Source: an optimization exercise on an open RTL-to-GDS flow (aim: small area). Production flows keep margins and buffers that such runs may drop. Where RTL was checked, it was by simulation tests only, not by an equivalence proof against the original. No functional check of the RTL was part of run 1.

File: design/flow/config.mk
export PLATFORM = sky130hd
export DESIGN_NAME = tone_keypad_recorder_player
export DESIGN_NICKNAME = tone_keypad_recorder_player
export VERILOG_FILES = /design/flow/design.v
export SDC_FILE = /design/flow/constraint.sdc
export NUM_CORES = 4
export LEC_CHECK = 0
export CAP_MARGIN = 20
export CORE_MARGIN = 2
export CORE_UTILIZATION = 60
export PLACE_DENSITY = 0.7
export SLEW_MARGIN = 20
File: design/flow/constraint.sdc
create_clock -name core_clock -period 12.0 [get_ports {clk}]
set_input_delay 2.4000 -clock core_clock [delete_from_list [all_inputs] [get_ports {clk}]]
set_output_delay 2.4000 -clock core_clock [all_outputs]
set_load 0.01 [all_outputs]
File: design/flow/design.v
package tkrp_pkg;
    localparam int DEF_SLOTS    = 3;
    localparam int DEF_SONG_LEN = 128;
    localparam int DEF_NOTES    = 12;
    localparam int KEY_BITS   = 12;
    localparam int CMD_W      = 3;
    localparam int MODE_W     = 3;
    localparam int NOTE_OUT_W = 4;
    localparam int OCT_W      = 4;
    localparam int REM_W      = 8;
    localparam int LIMIT_W    = 8;
    localparam int ENTRY_W    = 8;
    localparam logic [CMD_W-1:0] CMD_NONE = 3'd0;
    localparam logic [CMD_W-1:0] CMD_A    = 3'd1;
    localparam logic [CMD_W-1:0] CMD_B    = 3'd2;
    localparam logic [CMD_W-1:0] CMD_C    = 3'd3;
    localparam logic [CMD_W-1:0] CMD_D    = 3'd4;
    localparam logic [ENTRY_W-1:0] SILENT_CODE = 8'hFF;
    localparam logic [LIMIT_W-1:0] LIMIT_RESET = 8'd120;
    localparam logic signed [OCT_W-1:0] OCT_MAX = 4'sd4;
    localparam logic signed [OCT_W-1:0] OCT_MIN = -4'sd4;
    localparam int SHOW_PERIOD = 10;
    localparam int RECIP_MUL   = 205;
    localparam int RECIP_SHIFT = 11;
endpackage
module tkrp_song_store (
    input  logic       clk,
    input  logic       rst_n,
    input  logic       wr_en,
    input  logic [6:0] wr_k,
    input  logic [1:0] wr_slot,
    input  logic [5:0] wr_data,
    input  logic [6:0] rd_k,
    input  logic [1:0] rd_slot,
    output logic       rd_hit,
    output logic [5:0] rd_data
);
    localparam int PLACES = 124;
    localparam int TAPS   = PLACES / 4;
    logic [6:0]  t;
    logic [17:0] q [PLACES];
    logic [2:0]  pv;
    logic [4:0]  ptap  [1:3];
    logic [5:0]  pdata [1:3];
    logic [6:0]  wpl;
    logic [1:0]  wait_n;
    logic [4:0]  wtap;
    logic        w_now;
    logic        w_go;
    logic [4:0]  w_tap;
    logic [1:0]  w_slot;
    logic [5:0]  w_data;
    logic [6:0]  rpl;
    logic [TAPS-1:0] rsel;
    logic [7:0]  wdiff, rdiff;
    logic [17:0] rword;
    always_ff @(posedge clk)
    begin
        t <= (t == 7'(PLACES - 1)) ? 7'd0 : t + 7'd1;
    end
    assign wdiff  = {1'b0, t} - {1'b0, wr_k} + 8'd3;
    assign wpl    = wdiff[7] ? 7'(wdiff + 8'(PLACES)) : wdiff[6:0];
    assign wait_n = ~wpl[1:0];
    assign wtap   = (wpl[6:2] == 5'(TAPS - 1)) ? 5'd0 : wpl[6:2] + 5'd1;
    assign w_now  = wr_en && (wait_n == 2'd0);
    assign w_go   = w_now || pv[0];
    assign w_tap  = w_now ? wtap : ptap[1];
    assign w_slot = wr_slot;
    assign w_data = w_now ? wr_data : pdata[1];
    always_ff @(posedge clk or negedge rst_n)
    begin
        if (!rst_n)
        begin
            pv <= '0;
        end
        else
        begin
            pv[2] <= wr_en && (wait_n == 2'd3);
            pv[1] <= (wr_en && (wait_n == 2'd2)) || pv[2];
            pv[0] <= (wr_en && (wait_n == 2'd1)) || pv[1];
        end
    end
    always_ff @(posedge clk)
    begin
        ptap[3]  <= wtap;
        pdata[3] <= wr_data;
        for (int j = 1; j < 3; j++)
        begin
            if (wr_en && wait_n == 2'(j))
            begin
                ptap[j]  <= wtap;
                pdata[j] <= wr_data;
            end
            else
            begin
                ptap[j]  <= ptap[j+1];
                pdata[j] <= pdata[j+1];
            end
        end
    end
    for (genvar i = 0; i < PLACES; i++)
    begin : g_place
        logic [17:0] word;
        if (i % 4 == 0)
        begin : g_tap
            always_ff @(posedge clk)
            begin
                for (int s = 0; s < 3; s++)
                begin
                    if (w_go && w_tap == 5'(i / 4) && w_slot == 2'(s))
                    begin
                        word[6*s +: 6] <= w_data;
                    end
                    else
                    begin
                        word[6*s +: 6] <= q[(i + PLACES - 1) % PLACES][6*s +: 6];
                    end
                end
            end
        end
        else
        begin : g_pass
            always_ff @(posedge clk)
            begin
                word <= q[i - 1];
            end
        end
        assign q[i] = word;
    end
    assign rdiff  = {1'b0, t} - {1'b0, rd_k} + 8'd3;
    assign rpl    = rdiff[7] ? 7'(rdiff + 8'(PLACES)) : rdiff[6:0];
    assign rd_hit = (rpl[1:0] == 2'd0);
    always_comb
    begin
        for (int m = 0; m < TAPS; m++)
        begin
            rsel[m] = (rpl[6:2] == 5'(m));
        end
        rword = '0;
        for (int m = 0; m < TAPS; m++)
        begin
            rword = rword | ({18{rsel[m]}} & q[4 * m]);
        end
        case (rd_slot)
            2'd1:    rd_data = rword[11:6];
            2'd2:    rd_data = rword[17:12];
            default: rd_data = rword[5:0];
        endcase
    end
endmodule
module tone_keypad_recorder_player #(
    parameter int SLOTS    = tkrp_pkg::DEF_SLOTS,
    parameter int SONG_LEN = tkrp_pkg::DEF_SONG_LEN,
    parameter int NOTES    = tkrp_pkg::DEF_NOTES
) (
    input  logic                                    clk,
    input  logic                                    rst_n,
    input  logic                                    cfg_wr_en,
    input  logic [tkrp_pkg::LIMIT_W-1:0]            cfg_wr_data,
    input  logic                                    in_valid,
    output logic                                    in_ready,
    input  logic [tkrp_pkg::KEY_BITS-1:0]           key_mask,
    input  logic [tkrp_pkg::CMD_W-1:0]              cmd,
    output logic                                    out_valid,
    input  logic                                    out_ready,
    output logic [tkrp_pkg::MODE_W-1:0]             mode,
    output logic [tkrp_pkg::NOTE_OUT_W-1:0]         live_note,
    output logic signed [tkrp_pkg::OCT_W-1:0]       live_octave,
    output logic [tkrp_pkg::NOTE_OUT_W-1:0]         play_note,
    output logic signed [tkrp_pkg::OCT_W-1:0]       play_octave,
    output logic [tkrp_pkg::REM_W-1:0]              remaining,
    output logic                                    show_update
);
    localparam logic [2:0] MODE_FREE     = 3'd0;
    localparam logic [2:0] MODE_REC_SEL  = 3'd1;
    localparam logic [2:0] MODE_PLAY_SEL = 3'd2;
    localparam logic [2:0] MODE_RECORD   = 3'd3;
    localparam logic [2:0] MODE_REPLAY   = 3'd4;
    logic              out_valid_reg;
    logic [3:0]        live_note_reg;
    logic [2:0]        mode_reg;
    logic signed [3:0] oct_reg;
    logic [1:0]        slot_reg;
    logic [6:0]        pos_reg;
    logic [6:0]        lim_reg;         
    logic [7:0]        len_reg [3];
    logic signed [3:0] start_oct [3];   
    logic signed [3:0] acc_reg;         
    logic              accept;
    logic [3:0]        live;
    logic [7:0]        lim;
    logic [7:0]        len_cur;
    logic              is_rec, is_play, active;
    logic [8:0]        diff;
    logic              at_end;
    logic              show_ten;
    logic [7:0]        pos_inc;
    logic              up, down;
    logic [1:0]        step;
    logic signed [3:0] oct_step;
    logic [5:0]        entry;
    logic [5:0]        head [3][3];
    logic [5:0]        pbuf [4];
    logic [6:0]        fetch_reg;       
    logic [5:0]        cur_reg;         
    logic              sel_play;
    logic              in_head;
    logic [2:0]        fill;
    logic              fetch_en;
    logic              rd_hit;
    logic [5:0]        rd_data;
    logic [5:0]        next_entry;
    logic              play_on;
    logic [1:0]        sel_slot;
    logic              sel_ok;
    assign in_ready = !out_valid_reg || out_ready;
    assign accept   = in_valid && in_ready;
    always_comb
    begin
        live = 4'd12;
        for (int i = 0; i < 12; i++)
        begin
            if (key_mask[i])
            begin
                live = 4'(i);
            end
        end
    end
    assign lim     = {lim_reg == 7'd0, lim_reg};
    assign len_cur = len_reg[slot_reg];
    assign is_rec  = (mode_reg == MODE_RECORD);
    assign is_play = (mode_reg == MODE_REPLAY);
    assign active  = is_rec || is_play;
    assign diff    = {1'b0, (is_rec ? lim : len_cur)} - {2'b0, pos_reg};
    assign at_end  = diff[8] || (diff[7:1] == 7'd0);
    assign pos_inc = {1'b0, pos_reg} + 8'd1;
    always_comb
    begin
        show_ten = 1'b0;
        for (int k = 10; k <= 120; k += 10)
        begin
            if (diff[7:0] == 8'(k))
            begin
                show_ten = 1'b1;
            end
        end
    end
    assign up       = (cmd == tkrp_pkg::CMD_C) && (oct_reg != 4'sd4);
    assign down     = (cmd == tkrp_pkg::CMD_D) && (oct_reg != -4'sd4);
    assign step     = {down, up};
    assign oct_step = up ? oct_reg + 4'sd1 : down ? oct_reg - 4'sd1 : oct_reg;
    assign sel_slot = 2'(cmd - tkrp_pkg::CMD_B);
    assign sel_ok   = (cmd == tkrp_pkg::CMD_B) || (cmd == tkrp_pkg::CMD_C) || (cmd == tkrp_pkg::CMD_D);
    assign entry = {step, live};
    for (genvar hs = 0; hs < 3; hs++)
    begin : g_head
        for (genvar hk = 0; hk < 3; hk++)
        begin : g_k
            always_ff @(posedge clk)
            begin
                if (accept && is_rec && slot_reg == 2'(hs) && pos_reg == 7'(hk))
                begin
                    head[hs][hk] <= entry;
                end
            end
        end
    end
    assign sel_play = accept && (mode_reg == MODE_PLAY_SEL) && sel_ok;
    assign in_head  = (pos_reg[6:2] == 5'd0) && (pos_reg[1:0] != 2'd3);
    assign fill     = 3'(fetch_reg) - (in_head ? 3'd3 : 3'(pos_reg));
    assign fetch_en = rd_hit && is_play && !fill[2];
    tkrp_song_store u_store (
        .clk     (clk),
        .rst_n   (rst_n),
        .wr_en   (accept && is_rec && !in_head && !at_end && cmd != tkrp_pkg::CMD_A),
        .wr_k    (pos_reg),
        .wr_slot (slot_reg),
        .wr_data (entry),
        .rd_k    (fetch_reg),
        .rd_slot (slot_reg),
        .rd_hit  (rd_hit),
        .rd_data (rd_data)
    );
    always_ff @(posedge clk)
    begin
        if (sel_play)
        begin
            fetch_reg <= 7'd3;
        end
        else if (fetch_en)
        begin
            fetch_reg <= fetch_reg + 7'd1;
        end
        if (fetch_en)
        begin
            pbuf[fetch_reg[1:0]] <= rd_data;
        end
    end
    always_comb
    begin
        if (in_head)
        begin
            next_entry = head[slot_reg][pos_reg[1:0]];
        end
        else if (fetch_reg == pos_reg)
        begin
            next_entry = rd_data;
        end
        else
        begin
            next_entry = pbuf[pos_reg[1:0]];
        end
    end
    always_ff @(posedge clk or negedge rst_n)
    begin
        if (!rst_n)
        begin
            lim_reg <= 7'd120;
        end
        else if (cfg_wr_en)
        begin
            if (cfg_wr_data == 8'd0)
            begin
                lim_reg <= 7'd1;
            end
            else if (cfg_wr_data >= 8'd128)
            begin
                lim_reg <= 7'd0;
            end
            else
            begin
                lim_reg <= cfg_wr_data[6:0];
            end
        end
    end
    always_ff @(posedge clk or negedge rst_n)
    begin
        if (!rst_n)
        begin
            mode_reg <= MODE_FREE;
            oct_reg  <= '0;
        end
        else if (accept)
        begin
            case (mode_reg)
                MODE_FREE:
                begin
                    if (cmd == tkrp_pkg::CMD_A)
                    begin
                        mode_reg <= MODE_REC_SEL;
                    end
                    else if (cmd == tkrp_pkg::CMD_B)
                    begin
                        mode_reg <= MODE_PLAY_SEL;
                    end
                    else
                    begin
                        oct_reg <= oct_step;
                    end
                end
                MODE_REC_SEL, MODE_PLAY_SEL:
                begin
                    if (cmd == tkrp_pkg::CMD_A)
                    begin
                        mode_reg <= MODE_FREE;
                    end
                    else if (sel_ok)
                    begin
                        mode_reg <= (mode_reg == MODE_REC_SEL) ? MODE_RECORD : MODE_REPLAY;
                    end
                end
                MODE_RECORD, MODE_REPLAY:
                begin
                    oct_reg <= oct_step;
                    if (at_end || cmd == tkrp_pkg::CMD_A)
                    begin
                        mode_reg <= MODE_FREE;
                    end
                end
                default:
                begin
                    mode_reg <= MODE_FREE;
                end
            endcase
        end
    end
    always_ff @(posedge clk)
    begin
        if (accept)
        begin
            if (mode_reg == MODE_REC_SEL || mode_reg == MODE_PLAY_SEL)
            begin
                if (sel_ok)
                begin
                    slot_reg <= sel_slot;
                    pos_reg  <= '0;
                end
            end
            else
            begin
                pos_reg <= pos_inc[6:0];
            end
            if (is_play)
            begin
                cur_reg <= next_entry;
                if (pos_reg == 7'd0)
                begin
                    acc_reg <= start_oct[slot_reg];
                end
                else
                begin
                    acc_reg <= cur_reg[4] ? acc_reg + 4'sd1
                             : cur_reg[5] ? acc_reg - 4'sd1 : acc_reg;
                end
            end
        end
    end
    for (genvar s = 0; s < 3; s++)
    begin : g_slot
        always_ff @(posedge clk)
        begin
            if (accept && mode_reg == MODE_REC_SEL && sel_ok && sel_slot == 2'(s))
            begin
                start_oct[s] <= oct_reg;
            end
        end
        always_ff @(posedge clk or negedge rst_n)
        begin
            if (!rst_n)
            begin
                len_reg[s] <= '0;
            end
            else if (accept && is_rec && slot_reg == 2'(s)
                     && (at_end || cmd == tkrp_pkg::CMD_A))
            begin
                len_reg[s] <= pos_inc;
            end
        end
    end
    always_ff @(posedge clk or negedge rst_n)
    begin
        if (!rst_n)
        begin
            out_valid_reg <= 1'b0;
        end
        else
        begin
            out_valid_reg <= accept || (out_valid_reg && !out_ready);
        end
    end
    always_ff @(posedge clk)
    begin
        if (accept)
        begin
            live_note_reg <= live;
        end
    end
    assign play_on     = is_play && (pos_reg != 7'd0) && (cur_reg[3:0] != 4'd12);
    assign out_valid   = out_valid_reg;
    assign mode        = mode_reg;
    assign live_note   = live_note_reg;
    assign live_octave = oct_reg;
    assign play_note   = play_on ? cur_reg[3:0] : 4'd12;
    assign play_octave = play_on ? acc_reg : 4'sd0;
    assign remaining   = active ? diff[7:0] : 8'd0;
    assign show_update = active && (pos_reg != 7'd0) && show_ten;
endmodule
File: design/flow/flow/run.sh
#!/bin/bash
# Standard layout, but clock tree synthesis without dummy loads and with mid-size buffers.
set -e
export CTS_ARGS="-sink_clustering_enable -repair_clock_nets -dont_use_dummy_load -sink_clustering_size 12 -sink_clustering_max_diameter 50 -buf_list sky130_fd_sc_hd__clkbuf_8"
bash standard.sh > standard.log 2>&1
File: design/flow/standard.sh
#!/bin/bash
# synth_recipe.tcl (not shown) runs the flow's synth.tcl, then flattens the netlist and writes it again
# the make line also repeats each setting of config.mk as NAME=value (left out here)
make -C /OpenROAD-flow-scripts/flow DESIGN_CONFIG=/design/flow/config.mk WORK_HOME=/design/flow/orfs CLKGATE_MAP_FILE= SYNTH_SCRIPT=/design/flow/synth_recipe.tcl "${@:-finish}"
==> results of run 1 <==
## cell usage in the layout (no fill, tap or decap), types with 105 or more instances in the layout
cell       count
dfxtp_1     2281
o2bb2ai_1    373
nand2_1      266
clkbuf_8     228
nor2_1       174
a22o_1       163
a21oi_1      113
edfxtp_1     113
nand3_1      112
buf_4        105
## area by class of cell
cell class	instances	area (um2)	share of cell area, %
diodes	12	30.0	0.0415
clock buffers	228	3140	4.34
inverters	66	248	0.342
multi-input cells	2155	15600	21.5
flip-flops and latches	2436	50100	69.3
well taps	1488	1860	2.57
repair buffers	164	1370	1.90
## path summary, 6_finish.rpt
| kind | endpoint | startpoint |
|---|---|---|
| worst max-delay path | show_update | slot_reg[0] |
| worst min-delay path | u_store.g_place[55].word[14] | u_store.g_place[54].word[14] |
| worst max register to register | cur_reg[1] | fetch_reg[1] |
| worst min register to register | u_store.g_place[55].word[14] | u_store.g_place[54].word[14] |
| max in group asynchronous | out_valid_reg | rst_n |
| min in group asynchronous | lim_reg[0] | rst_n |
## per-stage QoR
step	hold WS [ps]	utilization, %	cell area [um2]	worst slack [ps]
after floorplan	310	-	66400	5550
after global placement	310	62.7	69100	4950
after detailed placement	312	62.7	69100	4860
after CTS	245	65.6	72300	4000
after global routing	266	65.6	72300	3620
final	225	65.6	72300	3930
## per-layer routing
layer | GRT usage (%) | vias to the layer above | share of wire (%)
met2 | 55.9 | 2885 | 42
met5 | 0 | - | 0.022
li1 | - | 17700 | -
met4 | 23.4 | 8 | 7.5
met3 | 11.5 | 829 | 12
met1 | 48.8 | 20700 | 38
## cell families after synthesis
group | after synthesis | synth area share [%]
AO/OA/AOI/OAI | 1124 | 13.4
multiplexers | 122 | 2.19
AND/OR/NAND/NOR | 792 | 5.54
XOR/XNOR | 54 | 0.712
buffers and inverters | 244 | 1.46
flip-flops | 2436 | 75.4
adder cells (fa/ha/maj) | 63 | 1.27
## worst register-to-register path, cell delays in order, from the launching register on
cell	delay (ps)
dfxtp_1	450
inv_1	140
ha_1	310
ha_1	200
inv_1	80
fa_1	470
nand2b_1	190
a211oi_2	410
o21ai_1	310
a21oi_1	350
a2bb2oi_1	850
and2_1	860
buf_4	400
nor2_1	80
buf_4	240
a222oi_1	410
o211ai_1	150
o31a_1	380
nor2_1	640
o21ai_0	250
==> metrics.yaml, run 1 <==
finalHoldViolCount: 0
numCtsBuffers: 228
cp_max_fo: 39
clock_path_buffers: 3
outcome: "finished clean"
ios: 58
r2r_cells: 19
final_max_slew_viol_count: 0
synth_top_flop_cell: "dfxtp_1"
dpl.hpwl_um: 149000
grt.overflow.total: 0
cts_setup_buffers: 0
clk_latency_ps: 980
ys_seq_elements: 2436
yosysMostFrequentCell: "dfxtp_1"
nNetsFinal: 5142
finalCriticalPeriod_ps: 8070
largest_registers: "u_store.g_place.word x2232, head x54"
synthTopCellsByCount: "2281 x dfxtp_1, 373 x o2bb2ai_1, 276 x nand2_1, 180 x nor2_1, 163 x a22o_1"
grt_max_degree: 44
die_h_um: 337
ant_nets: 0
dieArea_um2: 113000
drt-initial-drc-count: 5855
h-tree-depth: 4
r2r_slack_ps: 4600
vias: 42100
worst_path_max_delay_cell: "buf_4"
cts_tree: "built"
synth_area_leaders: "dfxtp_1 69%, edfxtp_1 5.1%, o2bb2ai_1 4.9%, a22o_1 2.1%, mux2_2 1.6%"
initial_core_util_pct: 60.3
yosysWarnings: 8
core_area_um2: 110000
slowest_delay_ps: 570
io_buffers: 57
areaGrowthSynthToFinish_pct: 8.91
synth-seq-area-share_pct: 75.4
via_per_inst: 6.43
synthCells: 4835
syn_area_per_cell_um2: 13.7
synth_nets: 4926
die_w_um: 337
synth_edf_count: 113
antenna_found_initial: 17
cp_cell_sequence: "inv_1 -> ha_2 -> buf_4 -> a221oi_1 -> nor3_1 -> a21o_1 -> ha_1 -> nor2b_1 -> o21ai_0 -> a21boi_0 -> o21ai_0 -> a21boi_0 -> or2_2 -> xnor2_1 -> or4_1 -> nand3_1 -> o311a_1 -> clkdlybuf4s50_1"
maxCapViolCount: 0
yosysTopAreaCellShare_pct: 68.7
largest-register: "u_store.g_place.word"
cp-start-kind: "flop"
drc: 0
final_cells: 6549
root_buffer: "clkbuf_8"
worstPathArrival_ps: 5670
setup_tns_ps: 0
clkTransAtPathRegs_ps: 70
cts_resized: 0
drt-wirelength-per-cell_um: 32.9
min-delay-path-class: "flop to flop"
fin_crit_sh_pct: 67.2
drive_above_1_share_pct: 10.3
synth.cell_area_um2: 66400
worst-path-stages: 18
async_flop_share_pct: 1.72
place_inst: 6308
required_ps: 9600
path_buf_inv: 3
netlist-cell-type-count: 90
grt_setup_unrepaired: "no"
finalWeightedCongestion: 1.03
grt_pass1_vias: 39700
hold_buffers: 0
fmax_mhz: 124
grtUsageTotal_pct: 37.8
hold_depth: 0
path_delay_family: "simple AND/OR/NAND/NOR gates"
filler_cell_count: 8177
finalWirelength_um: 216000
drtPass1Iterations: 8
cts_num_sinks: 2436
finalClockSkew_ps: 138
crit_path_end_kind: "primary output"
rows: 122
worst_slew_pin_slew_ps: 1290
synth_largest_area_cell: "dfxtp_1"
crit_type: "flop to primary output"
largest_reg_flops: 2232
slew_headroom_pct: 13.6
grt_pass1_wl_um: 297000
setup_viol: 0
==> run 2, diff against run 1 <==
--- a/design/flow/design.v
+++ b/design/flow/design.v
@@ -54,9 +54,16 @@
     logic [TAPS-1:0] rsel;
     logic [7:0]  wdiff, rdiff;
     logic [17:0] rword;
-    always_ff @(posedge clk)
+    always_ff @(posedge clk or negedge rst_n)
     begin
-        t <= (t == 7'(PLACES - 1)) ? 7'd0 : t + 7'd1;
+        if (!rst_n)
+        begin
+            t <= '0;
+        end
+        else
+        begin
+            t <= (t == 7'(PLACES - 1)) ? 7'd0 : t + 7'd1;
+        end
     end
     assign wdiff  = {1'b0, t} - {1'b0, wr_k} + 8'd3;
     assign wpl    = wdiff[7] ? 7'(wdiff + 8'(PLACES)) : wdiff[6:0];
==> design/flow/flow/run.sh (replaced) <==
#!/bin/bash
# The standard layout (the standard.sh, standard synthesis unchanged) with two changes:
# clock tree synthesis uses clkbuf_8 buffers for clusters of up to 16 registers and inserts
# no dummy loads, and the port buffers are buf_1 cells. The full output goes to standard.log.
set -e
export CTS_ARGS="-sink_clustering_enable -repair_clock_nets -dont_use_dummy_load -sink_clustering_size 16 -sink_clustering_max_diameter 60 -buf_list sky130_fd_sc_hd__clkbuf_8"
export BUFFER_PORTS_ARGS="-buffer_cell sky130_fd_sc_hd__buf_1"
bash standard.sh > standard.log 2>&1
==> run 2 against run 1 <==
  * Setup slack gained 270 ps
  * Register-to-register slack is essentially flat
  * First-iteration DRC count shrank 22%
  * Routed wire length shrank 19%
  * Largest cell class unchanged
==> metrics.yaml, run 2 <==
drtPass1Iterations: 7
synthMuxAreaShare_pct: 10.6
grt_pass1_wl_um: 250000
worst_slew_pin_slew_ps: 1320
fmax_mhz: 128
initial_core_util_pct: 60.3
grt_pass1_vias: 36300
final_common_cell: "dfxtp_1"
synth_top_flop_cell: "dfxtp_1"
cts_setup_buffers: 0
via_per_inst: 5.83
root_buffer: "clkbuf_8"
most-common-layout-cells: "2274 x dfxtp_1, 549 x mux2_2, 220 x nand2_1"
setup_viol: 0
h-tree-depth: 4
antenna_found_initial: 18
cp_cell_sequence: "inv_1 -> ha_1 -> buf_4 -> a22oi_1 -> a211oi_1 -> a21oi_1 -> ha_1 -> fa_1 -> nor2b_1 -> o21ai_1 -> a21boi_1 -> o21a_1 -> o21ai_0 -> nand2_1 -> xnor2_1 -> a211oi_1 -> a21oi_1 -> nor3_1 -> a311oi_1 -> nor3_1 -> buf_1"
grt.overflow.total: 0
die_w_um: 340
clk_latency_ps: 910
synthXorXnorAreaFrac_pct: 0.815
ys_seq_elements: 2436
synth.cell_area_um2: 67700
grt_setup_unrepaired: "no"
drt-wirelength-per-cell_um: 27.3
finalWirelength_um: 175000
required_ps: 9600
syn_area_per_cell_um2: 14.0
drive_above_1_share_pct: 17.5
io_buffers: 57
yosysTopAreaCellShare_pct: 67.3
filler_cell_count: 8501
synth_fa_ha_area_share_pct: 1.24
grtUsageTotal_pct: 30.0
async_flop_share_pct: 2.01
rows: 123
yosysMostFrequentCell: "dfxtp_1"
dieArea_um2: 116000
cts_resized: 0
outcome: "finished clean"
synth_nets: 4915
synth-seq-area-share_pct: 74.1
fin_hold_ws_ps: 278
largest-register: "u_store.g_place.word"
path_delay_family: "compound AO/OA/AOI/OAI gates"
netlist-cell-type-count: 101
clock_path_buffers: 3
dpl.hpwl_um: 119000
cp-start-kind: "flop"
synth_compound_area_share_pct: 6.37
worst_path_max_delay_cell: "edfxtp_1"
core_area_um2: 112000
largest_registers: "u_store.g_place.word x2232, head x54"
crit_path_end_kind: "primary output"
synthTopCellsByCount: "2274 x dfxtp_1, 552 x mux2_2, 224 x nand2_1, 206 x nor2_1, 134 x clkbuf_1"
slew_headroom_pct: 11.6
yosysWarnings: 8
ios: 58
worstPathArrival_ps: 5390
finalHoldViolCount: 0
synth_largest_area_cell: "dfxtp_1"
ff_latch_area_um2: 50100
maxCapViolCount: 0
nNetsFinal: 5005
areaGrowthSynthToFinish_pct: 6.31
ant_nets: 0
largest_reg_flops: 2232
fin_util_pct: 64.1
synth_edf_count: 113
drt-initial-drc-count: 4554
synth_top_family_by_area: "multiplexers"
vias: 37400
min-delay-path-class: "flop to flop"
cts_num_sinks: 2436
slowest_delay_ps: 450
die_h_um: 340
r2r_slack_ps: 4610
finalWeightedCongestion: 0.946
final_max_slew_viol_count: 0
drc: 0
multi_input_area_um2: 16600
setup_tns_ps: 0
synthCells: 4824
clkTransAtPathRegs_ps: 110
fin_crit_sh_pct: 65.0
hold_buffers: 0
crit_type: "flop to primary output"
finalCriticalPeriod_ps: 7790
finalClockSkew_ps: 105
cts_tree: "built"
cp_max_fo: 26
path_buf_inv: 3
synth_area_leaders: "dfxtp_1 67%, mux2_2 9.2%, edfxtp_1 5.0%, dfrtp_1 1.7%, nand2_1 1.2%"
numCtsBuffers: 172
synth-simple-area-share_pct: 5.34
grt_max_degree: 94
-- run 2: cell count changes after synthesis, moves of 11 or more --
cell       previous run  this run
a32oi_1              29        18
nor2b_1              10        22
mux2i_1              16        28
a31oi_1              16        32
a21oi_1             113       126
a22o_1              163        33
nand3_1             112        90
mux2_1                0        42
nand2_1             276       224
nor2_1              180       206
mux2_2               97       552
o2bb2ai_1           373         5
o21ai_0              65        78
-- run 2: routing by layer --
metal | routed length [um] | vias up | GRT usage [%]
met5 | 35 | - | 0
met4 | 8770 | 4 | 13.7
met3 | 15900 | 472 | 6.72
met2 | 75000 | 1788 | 44.5
met1 | 75700 | 18400 | 42.3
li1 | - | 16800 | -
-- run 2: worst paths after layout --
kind	to	depth (start not counted)	from
min in group asynchronous	len_reg[1][3]	2	rst_n
min reg2reg	u_store.g_place[43].word[4]	0	u_store.g_place[42].word[4]
max	show_update	21	slot_reg[1]
min	u_store.g_place[43].word[4]	0	u_store.g_place[42].word[4]
max in group asynchronous	u_store.t[2]	2	rst_n
max reg2reg	pbuf[3][3]	17	fetch_reg[1]
-- run 2: cell families after synthesis --
logic type                 count (synthesis)
buffers and inverters                    264
DFF                                     2436
AOI/OAI and AO/OA                        607
and+or+nand+nor                          765
xor gates and xnor gates                  58
adders and majority gates                 63
muxes                                    631
-- run 2: per-stage QoR --
| stage | setup slack, ps | instance area (um2) | std cells |
|---|---|---|---|
| after detailed placement | 4960 | 69600 | 6240 |
| after floorplan | 5380 | 67700 | 4824 |
| after CTS | 4200 | 71900 | 6412 |
| after global routing | 3830 | 71900 | 6413 |
| final | 4210 | 72000 | 6417 |
| after global placement | 5050 | 69600 | 6240 |
-- run 2: layout make-up --
cell class	count	share of cell area, %
Sequential cell	2436	69.7
Multi-Input combinational cell	2124	23.1
Clock buffer	172	3.29
Tap cell	1500	2.61
Timing Repair Buffer	117	0.925
Inverter	63	0.329
Antenna cell	5	0.0174
==> run 3, diff against run 2 <==
--- a/design/flow/design.v
+++ b/design/flow/design.v
@@ -30,6 +30,7 @@
     input  logic [6:0] wr_k,
     input  logic [1:0] wr_slot,
     input  logic [5:0] wr_data,
+    input  logic [2:0] wr_keep,
     input  logic [6:0] rd_k,
     input  logic [1:0] rd_slot,
     output logic       rd_hit,
@@ -37,23 +38,42 @@
 );
     localparam int PLACES = 124;
     localparam int TAPS   = PLACES / 4;
+    function automatic logic [5:0] unpack3(input logic [4:0] v);
+        unpack3 = '0;
+        for (int i = 0; i < 27; i++)
+        begin
+            if (v == 5'(i))
+            begin
+                unpack3 = {2'(i / 9), 2'((i / 3) % 3), 2'(i % 3)};
+            end
+        end
+    endfunction
+    function automatic logic [4:0] pack3(input logic [5:0] tr);
+        pack3 = 5'(tr[1:0]) + 5'(tr[3:2]) * 5'd3 + 5'(tr[5:4]) * 5'd9;
+    endfunction
     logic [6:0]  t;
-    logic [17:0] q [PLACES];
+    logic [16:0] q [PLACES];
     logic [2:0]  pv;
     logic [4:0]  ptap  [1:3];
     logic [5:0]  pdata [1:3];
+    logic [2:0]  pkeep [1:3];
     logic [6:0]  wpl;
     logic [1:0]  wait_n;
     logic [4:0]  wtap;
     logic        w_now;
     logic        w_go;
     logic [4:0]  w_tap;
-    logic [1:0]  w_slot;
     logic [5:0]  w_data;
+    logic [2:0]  w_keep;
+    logic [TAPS-1:0] wsel;
+    logic [4:0]  old_tr;
+    logic [5:0]  old_t, new_t;
+    logic [4:0]  new_tr;
     logic [6:0]  rpl;
     logic [TAPS-1:0] rsel;
     logic [7:0]  wdiff, rdiff;
-    logic [17:0] rword;
+    logic [16:0] rword;
+    logic [5:0]  rd_t;
     always_ff @(posedge clk or negedge rst_n)
     begin
         if (!rst_n)
@@ -72,8 +92,8 @@
     assign w_now  = wr_en && (wait_n == 2'd0);
     assign w_go   = w_now || pv[0];
     assign w_tap  = w_now ? wtap : ptap[1];
-    assign w_slot = wr_slot;
     assign w_data = w_now ? wr_data : pdata[1];
+    assign w_keep = w_now ? wr_keep : pkeep[1];
     always_ff @(posedge clk or negedge rst_n)
     begin
         if (!rst_n)
@@ -91,38 +111,74 @@
     begin
         ptap[3]  <= wtap;
         pdata[3] <= wr_data;
+        pkeep[3] <= wr_keep;
         for (int j = 1; j < 3; j++)
         begin
             if (wr_en && wait_n == 2'(j))
             begin
                 ptap[j]  <= wtap;
                 pdata[j] <= wr_data;
+                pkeep[j] <= wr_keep;
             end
             else
             begin
                 ptap[j]  <= ptap[j+1];
                 pdata[j] <= pdata[j+1];
+                pkeep[j] <= pkeep[j+1];
             end
         end
     end
+    always_comb
+    begin
+        for (int m = 0; m < TAPS; m++)
+        begin
+            wsel[m] = w_go && (w_tap == 5'(m));
+        end
+        old_tr = '0;
+        for (int m = 0; m < TAPS; m++)
+        begin
+            old_tr = old_tr | ({5{wsel[m]}} & q[(4 * m + PLACES - 1) % PLACES][16:12]);
+        end
+        old_t = unpack3(old_tr);
+        for (int s = 0; s < 3; s++)
+        begin
+            if (wr_slot == 2'(s))
+            begin
+                new_t[2*s +: 2] = w_data[5:4];
+            end
+            else
+            begin
+                new_t[2*s +: 2] = w_keep[s] ? old_t[2*s +: 2] : 2'd0;
+            end
+        end
+        new_tr = pack3(new_t);
+    end
     for (genvar i = 0; i < PLACES; i++)
     begin : g_place
-        logic [17:0] word;
+        logic [16:0] word;
         if (i % 4 == 0)
         begin : g_tap
             always_ff @(posedge clk)
             begin
                 for (int s = 0; s < 3; s++)
                 begin
-                    if (w_go && w_tap == 5'(i / 4) && w_slot == 2'(s))
+                    if (wsel[i / 4] && wr_slot == 2'(s))
                     begin
-                        word[6*s +: 6] <= w_data;
+                        word[4*s +: 4] <= w_data[3:0];
                     end
                     else
                     begin
-                        word[6*s +: 6] <= q[(i + PLACES - 1) % PLACES][6*s +: 6];
+                        word[4*s +: 4] <= q[(i + PLACES - 1) % PLACES][4*s +: 4];
                     end
                 end
+                if (wsel[i / 4])
+                begin
+                    word[16:12] <= new_tr;
+                end
+                else
+                begin
+                    word[16:12] <= q[(i + PLACES - 1) % PLACES][16:12];
+                end
             end
         end
         else
@@ -146,12 +202,13 @@
         rword = '0;
         for (int m = 0; m < TAPS; m++)
         begin
-            rword = rword | ({18{rsel[m]}} & q[4 * m]);
+            rword = rword | ({17{rsel[m]}} & q[4 * m]);
         end
+        rd_t = unpack3(rword[16:12]);
         case (rd_slot)
-            2'd1:    rd_data = rword[11:6];
-            2'd2:    rd_data = rword[17:12];
-            default: rd_data = rword[5:0];
+            2'd1:    rd_data = {rd_t[3:2], rword[7:4]};
+            2'd2:    rd_data = {rd_t[5:4], rword[11:8]};
+            default: rd_data = {rd_t[1:0], rword[3:0]};
         endcase
     end
 endmodule
@@ -218,6 +275,7 @@
     logic [5:0]        rd_data;
     logic [5:0]        next_entry;
     logic              play_on;
+    logic [2:0]        keep;
     logic [1:0]        sel_slot;
     logic              sel_ok;
     assign in_ready = !out_valid_reg || out_ready;
@@ -276,6 +334,10 @@
     assign in_head  = (pos_reg[6:2] == 5'd0) && (pos_reg[1:0] != 2'd3);
     assign fill     = 3'(fetch_reg) - (in_head ? 3'd3 : 3'(pos_reg));
     assign fetch_en = rd_hit && is_play && !fill[2];
+    for (genvar ks = 0; ks < 3; ks++)
+    begin : g_keep
+        assign keep[ks] = ({1'b0, pos_reg} + 8'd2) <= len_reg[ks];
+    end
     tkrp_song_store u_store (
         .clk     (clk),
         .rst_n   (rst_n),
@@ -283,6 +345,7 @@
         .wr_k    (pos_reg),
         .wr_slot (slot_reg),
         .wr_data (entry),
+        .wr_keep (keep),
         .rd_k    (fetch_reg),
         .rd_slot (slot_reg),
         .rd_hit  (rd_hit),
==> run 3 against run 2 <==
  * Still clean
  * Worst hold slack lost 25 ps
  * Via count grew 11%
  * Synthesized area shrank 2.6%
  * First-iteration DRC count shrank 2.2%
  * Setup slack lost 3600 ps
  * Synthesized cell count grew 14%
  * Die area shrank 2.5%
  * Clock skew grew 26 ps
  * Critical endpoint is now u_store.g_place[96].word[16]
==> metrics.yaml, run 3 <==
min-delay-path-class: "flop to flop"
place_area_um2: 68200
synth.cell_area_um2: 65900
synthTopCellsByCount: "2159 x dfxtp_1, 843 x nand2_1, 520 x o21ai_0, 218 x nor2_1, 171 x a22oi_1"
cp_max_fo: 24
synth_top_flop_cell: "dfxtp_1"
finalCriticalPeriod_ps: 11370
dpl.hpwl_um: 135000
setup_viol: 0
cts_setup_buffers: 0
ys_seq_elements: 2321
finalWirelength_um: 187000
worst_path_max_delay_cell: "o31ai_2"
yosysTopAreaCellShare_pct: 65.5
drt-wirelength-per-cell_um: 26.5
synthCells: 5513
outcome: "finished clean"
initial_core_util_pct: 60.5
hold_buffers: 0
ios: 58
largest_reg_flops: 2108
crit_path_end_kind: "flop"
r2r_cells: 35
die_h_um: 336
finalWeightedCongestion: 0.990
yosysWarnings: 9
grt_pass1_vias: 39000
path_common_cell: "ha_1"
clkTransAtPathRegs_ps: 100
cp-start-kind: "flop"
numCtsBuffers: 169
grt_setup_unrepaired: "no"
required_ps: 12630
cts_resized: 0
finalClockSkew_ps: 131
dieArea_um2: 113000
synth-seq-area-share_pct: 72.6
io_buffers: 57
grtUsageTotal_pct: 33.1
grt_max_degree: 65
ant_nets: 0
synth_edf_count: 113
root_buffer: "clkbuf_8"
largest-register: "u_store.g_place.word"
fin_hold_ws_ps: 253
clock_path_buffers: 3
worst_slew_pin_slew_ps: 1140
slew_headroom_pct: 23.4
syn_area_per_cell_um2: 12.0
antenna_found_initial: 11
postLayoutCellArea_um2: 70600
synth_nets: 5641
vias: 41600
die_w_um: 336
slowest_delay_ps: 1080
h-tree-depth: 4
largest_registers: "u_store.g_place.word x2108, head x54"
finalHoldViolCount: 0
final_max_slew_viol_count: 0
setup_tns_ps: 0
drt-initial-drc-count: 4453
synth_largest_area_cell: "dfxtp_1"
async_flop_share_pct: 2.11
most-common-layout-cells: "2159 x dfxtp_1, 843 x nand2_1, 520 x o21ai_0"
fin_crit_sh_pct: 94.8
rows: 121
worstPathArrival_ps: 12010
grt_pass1_wl_um: 269000
areaGrowthSynthToFinish_pct: 7.04
final_common_cell: "dfxtp_1"
drtPass1Iterations: 8
maxCapViolCount: 0
clk_latency_ps: 880
drc: 0
cts_tree: "built"
via_per_inst: 5.89
core_area_um2: 109000
yosysMostFrequentCell: "dfxtp_1"
cts_num_sinks: 2321
fmax_mhz: 87.9
nNetsFinal: 5784
drive_above_1_share_pct: 7.23
netlist-cell-type-count: 100
hold_depth: 0
grt.overflow.total: 0
crit_type: "flop to flop"
synth_area_leaders: "dfxtp_1 66%, edfxtp_1 5.1%, nand2_1 4.8%, o21ai_0 3.9%, a22oi_1 1.9%"
run 3: worst paths after layout:
kind / startpoint / endpoint / slack [ps]
worst max-delay path: slot_reg[0] / u_store.g_place[96].word[16] / 630
worst min-delay path: u_store.g_place[106].word[0] / u_store.g_place[107].word[0] / 250
worst max register to register: slot_reg[0] / u_store.g_place[96].word[16] / 630
worst min register to register: u_store.g_place[106].word[0] / u_store.g_place[107].word[0] / 250
max in group asynchronous: rst_n / len_reg[1][1] / 9780
min in group asynchronous: rst_n / len_reg[0][3] / 1690
run 3: stage by stage:
stage	utilization, %	worst slack (ps)	cells
global route	64.7	21.8	7069
global placement	62.6	748	6898
floorplan	-	3290	5513
CTS	64.7	639	7067
detailed placement	62.6	667	6898
finish	64.8	626	7071
run 3: cell type report:
class                           count  area, um2
Clock buffer                      169       2330
Tap cell                         1414       1770
Multi-Input combinational cell   2900      17200
Sequential cell                  2321      47800
Fill cell                        8403      38400
Antenna cell                        3       7.51
Inverter                           96        360
Timing Repair Buffer              168       1070
run 3: cells by family (layout without fill, tap and decap cells):
family / Yosys count / in the layout / synth area share [%]
AO/OA/AOI/OAI: 1202 / 1202 / 11.8
XOR/XNOR: 60 / 60 / 0.797
adder cells (fa/ha/maj): 101 / 101 / 2.02
buffers and inverters: 292 / 433 / 1.69
flip-flops: 2321 / 2321 / 72.6
multiplexers: 90 / 90 / 1.65
other: 0 / 3 / 0
AND/OR/NAND/NOR: 1447 / 1447 / 9.52
run 3: routing by layer:
metal / wire length, um / up-vias / track usage, %
met2: 77200 / 1825 / 47.3
met4: 6120 / 2 / 11.0
met3: 16200 / 355 / 6.25
met5: 13 / - / 0
li1: - / 19200 / -
met1: 87400 / 20200 / 50.3
run 3: critical path: cells and delay by family, from the launching register on:
family | cells | cell delay, ps
and+or+nand+nor | 10 | 3680
AOI/OAI and AO/OA | 13 | 2960
adders and majority gates | 7 | 2250
buffers and inverters | 3 | 1010
DFF | 1 | 460
muxes | 1 | 410
xor gates and xnor gates | 1 | 340
==> run 4, diff against run 3 <==
--- a/design/flow/design.v
+++ b/design/flow/design.v
@@ -49,7 +49,14 @@
         end
     endfunction
     function automatic logic [4:0] pack3(input logic [5:0] tr);
-        pack3 = 5'(tr[1:0]) + 5'(tr[3:2]) * 5'd3 + 5'(tr[5:4]) * 5'd9;
+        pack3 = '0;
+        for (int i = 0; i < 27; i++)
+        begin
+            if (tr == {2'(i / 9), 2'((i / 3) % 3), 2'(i % 3)})
+            begin
+                pack3 = 5'(i);
+            end
+        end
     endfunction
     logic [6:0]  t;
     logic [16:0] q [PLACES];
@@ -65,6 +72,7 @@
     logic [4:0]  w_tap;
     logic [5:0]  w_data;
     logic [2:0]  w_keep;
+    logic [TAPS-1:0] wdec;
     logic [TAPS-1:0] wsel;
     logic [4:0]  old_tr;
     logic [5:0]  old_t, new_t;
@@ -132,12 +140,13 @@
     begin
         for (int m = 0; m < TAPS; m++)
         begin
-            wsel[m] = w_go && (w_tap == 5'(m));
+            wdec[m] = (w_tap == 5'(m));
+            wsel[m] = w_go && wdec[m];
         end
         old_tr = '0;
         for (int m = 0; m < TAPS; m++)
         begin
-            old_tr = old_tr | ({5{wsel[m]}} & q[(4 * m + PLACES - 1) % PLACES][16:12]);
+            old_tr = old_tr | ({5{wdec[m]}} & q[(4 * m + PLACES - 1) % PLACES][16:12]);
         end
         old_t = unpack3(old_tr);
         for (int s = 0; s < 3; s++)
==> run 4 against run 3 <==
  * Routed wire length grew 2.4%
  * Clock skew grew 17 ps
  * Fmax grew 13%
  * Worst hold slack gained 4.5 ps
  * Critical path type unchanged
==> metrics.yaml, run 4 <==
outcome: "finished clean"
async_flop_share_pct: 2.11
drive_above_1_share_pct: 10.0
ys_seq_elements: 2321
grt_pass1_vias: 38700
die_w_um: 335
finalWirelength_um: 192000
numCtsBuffers: 171
grt_pass1_wl_um: 272000
synthTopCellsByCount: "2159 x dfxtp_1, 624 x nand2_1, 465 x o21ai_0, 214 x nor2_1"
cts_resized: 0
via_per_inst: 5.97
synth_fa_ha_area_share_pct: 1.77
finalCriticalPeriod_ps: 10050
finalClockSkew_ps: 148
layout_setup_ws_ps: 1950
filler_cell_count: 8219
finalWeightedCongestion: 0.973
ios: 58
core_area_um2: 109000
setup_viol: 0
synthCells: 5274
synth_edf_count: 113
final_max_slew_viol_count: 0
h-tree-depth: 4
nNetsFinal: 5556
crit_path_end_kind: "flop"
worst_slew_pin_slew_ps: 1330
worst_path_max_delay_cell: "a2111oi_0"
largest_reg_flops: 2108
ant_nets: 0
drt-wirelength-per-cell_um: 28.0
synth_largest_area_cell: "dfxtp_1"
synth_nets: 5390
fmax_mhz: 99.5
root_buffer: "clkbuf_8"
vias: 40900
netlist-cell-type-count: 112
min-delay-path-class: "flop to flop"
path_delay_family: "simple AND/OR/NAND/NOR gates"
slew_headroom_pct: 11.5
synth.cell_area_um2: 65700
synth-seq-area-share_pct: 72.9
synth_area_leaders: "dfxtp_1 66%, edfxtp_1 5.2%, nand2_1 3.6%, o21ai_0 3.5%, dfrtp_1 1.7%"
synth_top_flop_cell: "dfxtp_1"
io_buffers: 57
setup_tns_ps: 0
crit_type: "flop to flop"
clkTransAtPathRegs_ps: 100
cts_setup_buffers: 0
synthMuxAreaShare_pct: 2.67
synth_compound_area_share_pct: 11.7
initial_core_util_pct: 60.4
yosysTopAreaCellShare_pct: 65.8
grt_setup_unrepaired: "no"
grt_max_degree: 60
cp_max_fo: 31
synthXorXnorAreaFrac_pct: 0.972
cp-start-kind: "flop"
maxCapViolCount: 0
grtUsageTotal_pct: 33.9
largest-register: "u_store.g_place.word"
place_ws_ps: 2090
drt-initial-drc-count: 4604
finalHoldViolCount: 0
rows: 121
synth_top_family_by_area: "compound AO/OA/AOI/OAI gates"
antenna_found_initial: 12
clk_latency_ps: 910
most-common-layout-cells: "2159 x dfxtp_1, 624 x nand2_1, 465 x o21ai_0"
worstPathArrival_ps: 10740
die_h_um: 335
slowest_delay_ps: 890
clock_path_buffers: 3
dpl.hpwl_um: 134000
ff_latch_area_um2: 47800
yosysWarnings: 9
dieArea_um2: 112000
final_common_cell: "dfxtp_1"
grt.overflow.total: 0
syn_area_per_cell_um2: 12.4
largest_registers: "u_store.g_place.word x2108, head x54"
path_common_cell: "nor2_1"
drtPass1Iterations: 8
areaGrowthSynthToFinish_pct: 7.47
hold_buffers: 0
cts_tree: "built"
multi_input_area_um2: 17100
required_ps: 12690
cts_num_sinks: 2321
path_buf_inv: 2
yosysMostFrequentCell: "dfxtp_1"
drc: 0
synth-simple-area-share_pct: 8.22
fin_crit_sh_pct: 83.8
==> run 4: cell count changes after synthesis, sizes merged, moves of 30 or more <==
cell,change
nand2,-219
mux2,+66
o21ai,-60
a22oi,-43
nor4,+42
clkbuf,-32
a22o,+30
==> run 4: cells by family after synthesis <==
| kind of cell | count (synthesis) |
|---|---|
| compound gates | 1167 |
| xor+xnor | 67 |
| fa+ha+maj | 89 |
| buf+inv | 285 |
| flops | 2321 |
| mux | 140 |
| simple gates | 1205 |
==> run 4: layer usage <==
metal | GRT usage [%] | wire length (um)
met5 | 0 | 27
met4 | 15.8 | 10100
met3 | 5.90 | 14900
met2 | 53.1 | 85800
met1 | 46.2 | 80800
==> run 4: layout make-up <==
cell class	instances	area share, %
diodes	2	0.00709
clock buffers	171	3.34
inverters	100	0.532
multi-input cells	2668	24.2
flip-flops and latches	2321	67.8
well taps	1414	2.51
repair buffers	178	1.59
==> run 4: path summary, 6_finish.rpt <==
check | startpoint | to | slack (ps) | depth (start not counted)
setup / recovery | slot_reg[1] | u_store.g_place[0].word[13] | 1950 | 27
hold / removal | u_store.g_place[2].word[16] | u_store.g_place[3].word[16] | 260 | 0
setup reg to reg | slot_reg[1] | u_store.g_place[0].word[13] | 1950 | 27
hold reg to reg | u_store.g_place[2].word[16] | u_store.g_place[3].word[16] | 260 | 0
max in group asynchronous | rst_n | u_store.pv[0] | 9870 | 2
min in group asynchronous | rst_n | len_reg[2][5] | 1640 | 2
==> run 4: worst register-to-register path: stages, from the launching register on <==
cell and delay (ps):
edfxtp_1 450, inv_1 160, ha_1 260, inv_1 380, a221oi_1 110, nor3_1 170, a21oi_1 70, ha_1 260
fa_1 470, nor2b_1 190, o2111ai_1 140, and3b_1 200, o221a_2 290, o211ai_1 280, nand2_1 720, and3_1 500
a22oi_2 570, nor2_1 220, a2111oi_0 890, and3_1 650, and2_1 230, mux2i_1 80, o31ai_1 470, nor2_1 230
nor2_1 350, nand4b_1 180, nand4_2 730, mux2_2 630
==> run 4: per-stage QoR <==
step                util [%]  cell area [um2]  hold WS, ps  instances
floorplan                  -            65700          310       5274
global placement        62.7            68200          310       6681
detailed placement      62.7            68200          312       6681
CTS                     64.9            70600          250       6852
global route            64.9            70600          254       6854
finish                  64.9            70600          258       6854
==> run 5, diff against run 4 <==
--- a/design/flow/design.v
+++ b/design/flow/design.v
@@ -27,6 +27,7 @@
     input  logic       clk,
     input  logic       rst_n,
     input  logic       wr_en,
+    input  logic       wr_phase,
     input  logic [6:0] wr_k,
     input  logic [1:0] wr_slot,
     input  logic [5:0] wr_data,
@@ -38,28 +39,81 @@
 );
     localparam int PLACES = 124;
     localparam int TAPS   = PLACES / 4;
-    function automatic logic [5:0] unpack3(input logic [4:0] v);
-        unpack3 = '0;
-        for (int i = 0; i < 27; i++)
+    function automatic logic [6:0] enc7(input logic [3:0] n, input logic [1:0] ta,
+                                        input logic [1:0] tb);
+        logic [3:0] c;
+        c = 4'(ta) * 4'd3 + 4'(tb);
+        if (c[3])
         begin
-            if (v == 5'(i))
-            begin
-                unpack3 = {2'(i / 9), 2'((i / 3) % 3), 2'(i % 3)};
-            end
+            enc7 = {n[2:0], 4'd13 + 4'(n[3])};
+        end
+        else
+        begin
+            enc7 = {c[2:0], n};
         end
     endfunction
-    function automatic logic [4:0] pack3(input logic [5:0] tr);
-        pack3 = '0;
-        for (int i = 0; i < 27; i++)
+    function automatic logic [7:0] dec7(input logic [6:0] v);
+        logic [3:0] c;
+        logic [3:0] n;
+        if (v[3:0] >= 4'd13)
         begin
-            if (tr == {2'(i / 9), 2'((i / 3) % 3), 2'(i % 3)})
-            begin
-                pack3 = 5'(i);
-            end
+            c = 4'd8;
+            n = {v[3:0] == 4'd14, v[6:4]};
+        end
+        else
+        begin
+            c = 4'(v[6:4]);
+            n = v[3:0];
+        end
+        dec7 = {2'(c / 4'd3), 2'(c % 4'd3), n};
+    endfunction
+    function automatic logic [8:0] enc9(input logic [3:0] na, input logic [3:0] nb,
+                                        input logic [1:0] tr);
+        logic [3:0] m;
+        m = na - 4'd6;
+        if (!tr[1])
+        begin
+            enc9 = {tr[0], na, nb};
+        end
+        else if (na <= 4'd5)
+        begin
+            enc9 = {na[0], 4'd13 + 4'(na[2:1]), nb};
+        end
+        else if (na <= 4'd11)
+        begin
+            enc9 = {m[0], nb, 4'd13 + 4'(m[2:1])};
+        end
+        else
+        begin
+            enc9 = {nb[0], 4'd13 + 4'((nb % 4'd6) / 4'd2), 4'd13 + 4'(nb / 4'd6)};
+        end
+    endfunction
+    function automatic logic [9:0] dec9(input logic [8:0] v);
+        logic       b;
+        logic [3:0] g1, g2;
+        logic [3:0] x1, x2;
+        {b, g1, g2} = v;
+        x1 = g1 - 4'd13;
+        x2 = g2 - 4'd13;
+        if (g1 < 4'd13 && g2 < 4'd13)
+        begin
+            dec9 = {1'b0, b, g1, g2};
+        end
+        else if (g2 < 4'd13)
+        begin
+            dec9 = {2'd2, 4'(x1[1:0]) * 4'd2 + 4'(b), g2};
+        end
+        else if (g1 < 4'd13)
+        begin
+            dec9 = {2'd2, 4'd6 + 4'(x2[1:0]) * 4'd2 + 4'(b), g1};
+        end
+        else
+        begin
+            dec9 = {2'd2, 4'd12, 4'(b) + 4'(x1[1:0]) * 4'd2 + 4'(x2[1:0]) * 4'd6};
         end
     endfunction
     logic [6:0]  t;
-    logic [16:0] q [PLACES];
+    logic [15:0] q [PLACES];
     logic [2:0]  pv;
     logic [4:0]  ptap  [1:3];
     logic [5:0]  pdata [1:3];
@@ -72,16 +126,19 @@
     logic [4:0]  w_tap;
     logic [5:0]  w_data;
     logic [2:0]  w_keep;
-    logic [TAPS-1:0] wdec;
     logic [TAPS-1:0] wsel;
-    logic [4:0]  old_tr;
-    logic [5:0]  old_t, new_t;
-    logic [4:0]  new_tr;
     logic [6:0]  rpl;
+    logic [4:0]  rtap;
     logic [TAPS-1:0] rsel;
     logic [7:0]  wdiff, rdiff;
-    logic [16:0] rword;
-    logic [5:0]  rd_t;
+    logic [15:0] rword;
+    logic [7:0]  d7;
+    logic [9:0]  d9;
+    logic [3:0]  rn [3];
+    logic [1:0]  rt [3];
+    logic [3:0]  nn [3];
+    logic [1:0]  nt [3];
+    logic [15:0] new_word;
     always_ff @(posedge clk or negedge rst_n)
     begin
         if (!rst_n)
@@ -95,13 +152,14 @@
     end
     assign wdiff  = {1'b0, t} - {1'b0, wr_k} + 8'd3;
     assign wpl    = wdiff[7] ? 7'(wdiff + 8'(PLACES)) : wdiff[6:0];
-    assign wait_n = ~wpl[1:0];
-    assign wtap   = (wpl[6:2] == 5'(TAPS - 1)) ? 5'd0 : wpl[6:2] + 5'd1;
+    assign wait_n = 2'(-wpl[1:0]);
+    assign wtap   = (wpl[1:0] == 2'd0) ? wpl[6:2]
+                  : (wpl[6:2] == 5'(TAPS - 1)) ? 5'd0 : wpl[6:2] + 5'd1;
     assign w_now  = wr_en && (wait_n == 2'd0);
     assign w_go   = w_now || pv[0];
-    assign w_tap  = w_now ? wtap : ptap[1];
-    assign w_data = w_now ? wr_data : pdata[1];
-    assign w_keep = w_now ? wr_keep : pkeep[1];
+    assign w_tap  = pv[0] ? ptap[1] : wtap;
+    assign w_data = pv[0] ? pdata[1] : wr_data;
+    assign w_keep = pv[0] ? pkeep[1] : wr_keep;
     always_ff @(posedge clk or negedge rst_n)
     begin
         if (!rst_n)
@@ -136,90 +194,74 @@
             end
         end
     end
+    assign rdiff  = {1'b0, t} - {1'b0, rd_k} + 8'd3;
+    assign rpl    = rdiff[7] ? 7'(rdiff + 8'(PLACES)) : rdiff[6:0];
+    assign rd_hit = (rpl[1:0] == 2'd0);
+    assign rtap   = (wr_phase || pv[0]) ? w_tap : rpl[6:2];
     always_comb
     begin
         for (int m = 0; m < TAPS; m++)
         begin
-            wdec[m] = (w_tap == 5'(m));
-            wsel[m] = w_go && wdec[m];
+            rsel[m] = (rtap == 5'(m));
+            wsel[m] = w_go && (w_tap == 5'(m));
         end
-        old_tr = '0;
+        rword = '0;
         for (int m = 0; m < TAPS; m++)
         begin
-            old_tr = old_tr | ({5{wdec[m]}} & q[(4 * m + PLACES - 1) % PLACES][16:12]);
+            rword = rword | ({16{rsel[m]}} & q[4 * m]);
         end
-        old_t = unpack3(old_tr);
+        d7 = dec7(rword[6:0]);
+        d9 = dec9(rword[15:7]);
+        rn[0] = d7[3:0];
+        rt[0] = d7[7:6];
+        rt[1] = d7[5:4];
+        rn[1] = d9[7:4];
+        rn[2] = d9[3:0];
+        rt[2] = d9[9:8];
+        case (rd_slot)
+            2'd1:    rd_data = {rt[1], rn[1]};
+            2'd2:    rd_data = {rt[2], rn[2]};
+            default: rd_data = {rt[0], rn[0]};
+        endcase
         for (int s = 0; s < 3; s++)
         begin
             if (wr_slot == 2'(s))
             begin
-                new_t[2*s +: 2] = w_data[5:4];
+                nn[s] = w_data[3:0];
+                nt[s] = w_data[5:4];
+            end
+            else if (w_keep[s])
+            begin
+                nn[s] = rn[s];
+                nt[s] = rt[s];
             end
             else
             begin
-                new_t[2*s +: 2] = w_keep[s] ? old_t[2*s +: 2] : 2'd0;
+                nn[s] = '0;
+                nt[s] = '0;
             end
         end
-        new_tr = pack3(new_t);
+        new_word = {enc9(nn[1], nn[2], nt[2]), enc7(nn[0], nt[0], nt[1])};
     end
     for (genvar i = 0; i < PLACES; i++)
     begin : g_place
-        logic [16:0] word;
-        if (i % 4 == 0)
-        begin : g_tap
+        logic [15:0] word;
+        if (i % 4 == 1)
+        begin : g_write
             always_ff @(posedge clk)
             begin
-                for (int s = 0; s < 3; s++)
-                begin
-                    if (wsel[i / 4] && wr_slot == 2'(s))
-                    begin
-                        word[4*s +: 4] <= w_data[3:0];
-                    end
-                    else
-                    begin
-                        word[4*s +: 4] <= q[(i + PLACES - 1) % PLACES][4*s +: 4];
-                    end
-                end
-                if (wsel[i / 4])
-                begin
-                    word[16:12] <= new_tr;
-                end
-                else
-                begin
-                    word[16:12] <= q[(i + PLACES - 1) % PLACES][16:12];
-                end
+                word <= wsel[i / 4] ? new_word : q[i - 1];
             end
         end
         else
         begin : g_pass
             always_ff @(posedge clk)
             begin
-                word <= q[i - 1];
+                word <= q[(i + PLACES - 1) % PLACES];
             end
         end
         assign q[i] = word;
     end
-    assign rdiff  = {1'b0, t} - {1'b0, rd_k} + 8'd3;
-    assign rpl    = rdiff[7] ? 7'(rdiff + 8'(PLACES)) : rdiff[6:0];
-    assign rd_hit = (rpl[1:0] == 2'd0);
-    always_comb
-    begin
-        for (int m = 0; m < TAPS; m++)
-        begin
-            rsel[m] = (rpl[6:2] == 5'(m));
-        end
-        rword = '0;
-        for (int m = 0; m < TAPS; m++)
-        begin
-            rword = rword | ({17{rsel[m]}} & q[4 * m]);
-        end
-        rd_t = unpack3(rword[16:12]);
-        case (rd_slot)
-            2'd1:    rd_data = {rd_t[3:2], rword[7:4]};
-            2'd2:    rd_data = {rd_t[5:4], rword[11:8]};
-            default: rd_data = {rd_t[1:0], rword[3:0]};
-        endcase
-    end
 endmodule
 module tone_keypad_recorder_player #(
     parameter int SLOTS    = tkrp_pkg::DEF_SLOTS,
@@ -351,6 +393,7 @@
         .clk     (clk),
         .rst_n   (rst_n),
         .wr_en   (accept && is_rec && !in_head && !at_end && cmd != tkrp_pkg::CMD_A),
+        .wr_phase(is_rec),
         .wr_k    (pos_reg),
         .wr_slot (slot_reg),
         .wr_data (entry),
--- a/design/flow/config.mk
+++ b/design/flow/config.mk
@@ -8,5 +8,6 @@
 export CAP_MARGIN = 20
 export CORE_MARGIN = 2
 export CORE_UTILIZATION = 60
+export GPL_TIMING_DRIVEN = 0
 export PLACE_DENSITY = 0.7
 export SLEW_MARGIN = 20
==> run 5 against run 4 <==
  * Worst hold slack better by 15 ps
  * Global-route usage up 3.7 points
  * Synthesized area down 4.5%
  * Cell count down 1.1%
  * Non-clock buffer count up 155
  * Setup slack worse by 1700 ps
  * Via count about the same
  * Sequential cell count down 124
  * Critical endpoint is now u_store.g_place[1].word[6]
==> metrics.yaml, run 5 <==
rows: 118
netlist-cell-type-count: 110
synth.cell_area_um2: 62700
slew_headroom_pct: 10.0
fin_crit_sh_pct: 97.6
io_buffers: 57
setup_viol: 0
fmax_mhz: 85.4
drt-wirelength-per-cell_um: 30.0
min-delay-path-class: "flop to flop"
numCtsBuffers: 162
maxCapViolCount: 0
fin_util_pct: 65.4
min_to: "u_store.g_place[114].word[7]"
yosysWarnings: 13
ys_seq_elements: 2197
hold_depth: 0
ant_nets: 0
yosysMostFrequentCell: "dfxtp_1"
die_h_um: 327
drtPass1Iterations: 8
cts_num_sinks: 2197
synthTopCellsByCount: "2035 x dfxtp_1, 610 x nand2_1, 480 x o21ai_0, 217 x nor2_1, 178 x clkbuf_1"
grt_max_degree: 30
drc: 0
finalHoldViolCount: 0
worstPathArrival_ps: 12310
finalWeightedCongestion: 1.07
synth_largest_area_cell: "dfxtp_1"
vias: 41000
clock_path_buffers: 3
h-tree-depth: 4
grt_pass1_vias: 38800
outcome: "finished clean"
required_ps: 12590
drive_above_1_share_pct: 9.62
crit_type: "flop to flop"
initial_core_util_pct: 60.5
core_area_um2: 104000
synth-seq-area-share_pct: 72.3
r2r_slack_ps: 290
path_common_cell: "ha_1"
cp-start-kind: "flop"
largest_reg_flops: 1984
antenna_found_initial: 18
synth_edf_count: 113
syn_area_per_cell_um2: 12.2
worst_slew_pin_slew_ps: 1350
dieArea_um2: 107000
synth_nets: 5257
min_from: "u_store.g_place[113].word[7]"
largest-register: "u_store.g_place.word"
final_common_cell: "dfxtp_1"
most-common-layout-cells: "2035 x dfxtp_1, 609 x nand2_1, 471 x o21ai_0"
synthCells: 5127
areaGrowthSynthToFinish_pct: 8.03
synth_area_leaders: "dfxtp_1 65%, edfxtp_1 5.4%, o21ai_0 3.8%, nand2_1 3.6%, mux2_2 2.0%"
yosysTopAreaCellShare_pct: 64.9
via_per_inst: 6.04
nNetsFinal: 5519
clk_latency_ps: 890
grt.overflow.total: 0
largest_registers: "u_store.g_place.word x1984, head x54"
cp_max_fo: 10
worst_path_max_delay_cell: "or4_1"
worst_r2r_endpoint: "u_store.g_place[1].word[6]"
die_w_um: 327
crit_path_end_kind: "flop"
synth_top_flop_cell: "dfxtp_1"
ios: 58
finalClockSkew_ps: 94.4
hold_buffers: 0
dpl.hpwl_um: 154000
drt-initial-drc-count: 5138
async_flop_share_pct: 2.23
finalWirelength_um: 203000
clkTransAtPathRegs_ps: 90
grt_pass1_wl_um: 282000
final_max_slew_viol_count: 0
slowest_delay_ps: 670
grtUsageTotal_pct: 37.6
cts_tree: "built"
r2r_cells: 47
root_buffer: "clkbuf_8"
crit-reg2reg-launch: "pos_reg[1]"
finalCriticalPeriod_ps: 11710
## run 5: cell types whose count changed after synthesis, moves of 16 or more
cell	delta
and3_1	+16
clkbuf_1	+40
mux2_4	-29
nand4_1	-23
dfxtp_1	-124
o21ai_1	+16
nor4_1	-39
mux2_2	+32
a22o_1	-52
a22oi_1	-46
a221oi_1	-70
mux2i_1	+19
## run 5: area by class of cell
class | instances | area [um2]
fillers | 7996 | 35900
multi-input cells | 2597 | 16400
clock buffers | 162 | 2230
inverters | 98 | 375
plain buffers | 233 | 1020
flip-flops and latches | 2197 | 45400
repair buffers | 100 | 622
diodes | 10 | 25.0
well taps | 1380 | 1730
## run 5: kinds of logic after synthesis
family,share of synthesized area [%]
DFF,72.3
and+or+nand+nor,8.34
AOI/OAI and AO/OA,11.0
buffers and inverters,2.11
muxes,3.10
adders and majority gates,2.15
xor gates and xnor gates,0.999
## run 5: worst max path at each step
stage / from / end / slack [ps] / cells past startpoint
2_1_floorplan: pos_reg[1] / u_store.g_place[101].word[4] / 2400 / 46
3_3_place_gp: pos_reg[0] / u_store.g_place[77].word[5] / -3400 / 47
3_5_place_dp: pos_reg[0] / u_store.g_place[77].word[5] / -2820 / 47
4_1_cts: pos_reg[0] / u_store.g_place[77].word[0] / 9 / 46
5_1_grt: pos_reg[1] / u_store.g_place[1].word[6] / -20 / 47
6_report: pos_reg[1] / u_store.g_place[1].word[6] / 290 / 47
## run 5: worst max-delay path: cells and delay by family (launching register included)
family / cells / cell delay [ps]
adder cells (fa/ha/maj): 10 / 2880
AND/OR/NAND/NOR: 12 / 2690
AO/OA/AOI/OAI: 10 / 2250
buffers and inverters: 11 / 1990
multiplexers: 3 / 670
XOR/XNOR: 1 / 490
flip-flops: 1 / 400
## run 5: what timing repair did
action                                  CTS  global route
endpoints found under the setup margin  417           319
gates resized for setup                  47            59
cloned                                    0             0
pin swaps                                 2             3
setup buffers                             5            10
## run 5: per-layer routing
| metal | GRT usage (%) | part of all wire (%) |
|---|---|---|
| met3 | 9.74 | 9.7 |
| met2 | 54.5 | 42 |
| met5 | 0 | 0.011 |
| met4 | 22.7 | 6.9 |
| met1 | 50.7 | 41 |
## run 5: metrics by stage
stage               instance area (um2)  hold WS (ps)  setup TNS [ps]  worst slack [ps]  cells
global route                      67800           278           -16.2             -16.2   6770
detailed placement                65100           312         -558880             -2820   6589
global placement                  64700           310         -999840             -3400   6564
CTS                               67500           265               0              8.66   6755
floorplan                         62700           310               0              2400   5127
finish                            67800           273               0               289   6777

==> separate check: timing with driven ports <==
The flow's constraints put no driver on any port. The routed layouts listed below were extracted and timed again, unchanged, in two steps.
Step 1, drivers: a clkbuf_16 drives clk and a buf_2 each remaining input, both assumed.
Step 2 times the ports against the registers' clock, not the clock port: input delays grow and output delays shrink by t, the midpoint of the rising clock arrivals with the driver on.
Three values: ideal ports, drivers, drivers and shift; two values: the first two.
| run | shift t [ns] | setup slack, ns | latest minus earliest clock arrival (ns) |
|---|---|---|---|
| run 1 | 0.973 | 3.931 / 3.861 / 4.598 | 0.152 / 0.151 |
| run 2 | 0.920 | 4.205 / 4.138 / 4.606 | 0.105 / 0.105 |
| run 3 | 0.888 | 0.626 / 0.626 / 0.626 | 0.131 / 0.131 |
| run 4 | 0.908 | 1.949 / 1.949 / 1.934 | 0.148 / 0.148 |
| run 5 | 0.918 | 0.289 / 0.289 / 0.289 | 0.095 / 0.095 |
After both steps setup and hold are still met in every run listed. The setup slack of run 4, which loses most, moves by 0.000 ns with the drivers and by -0.015 ns with both steps.
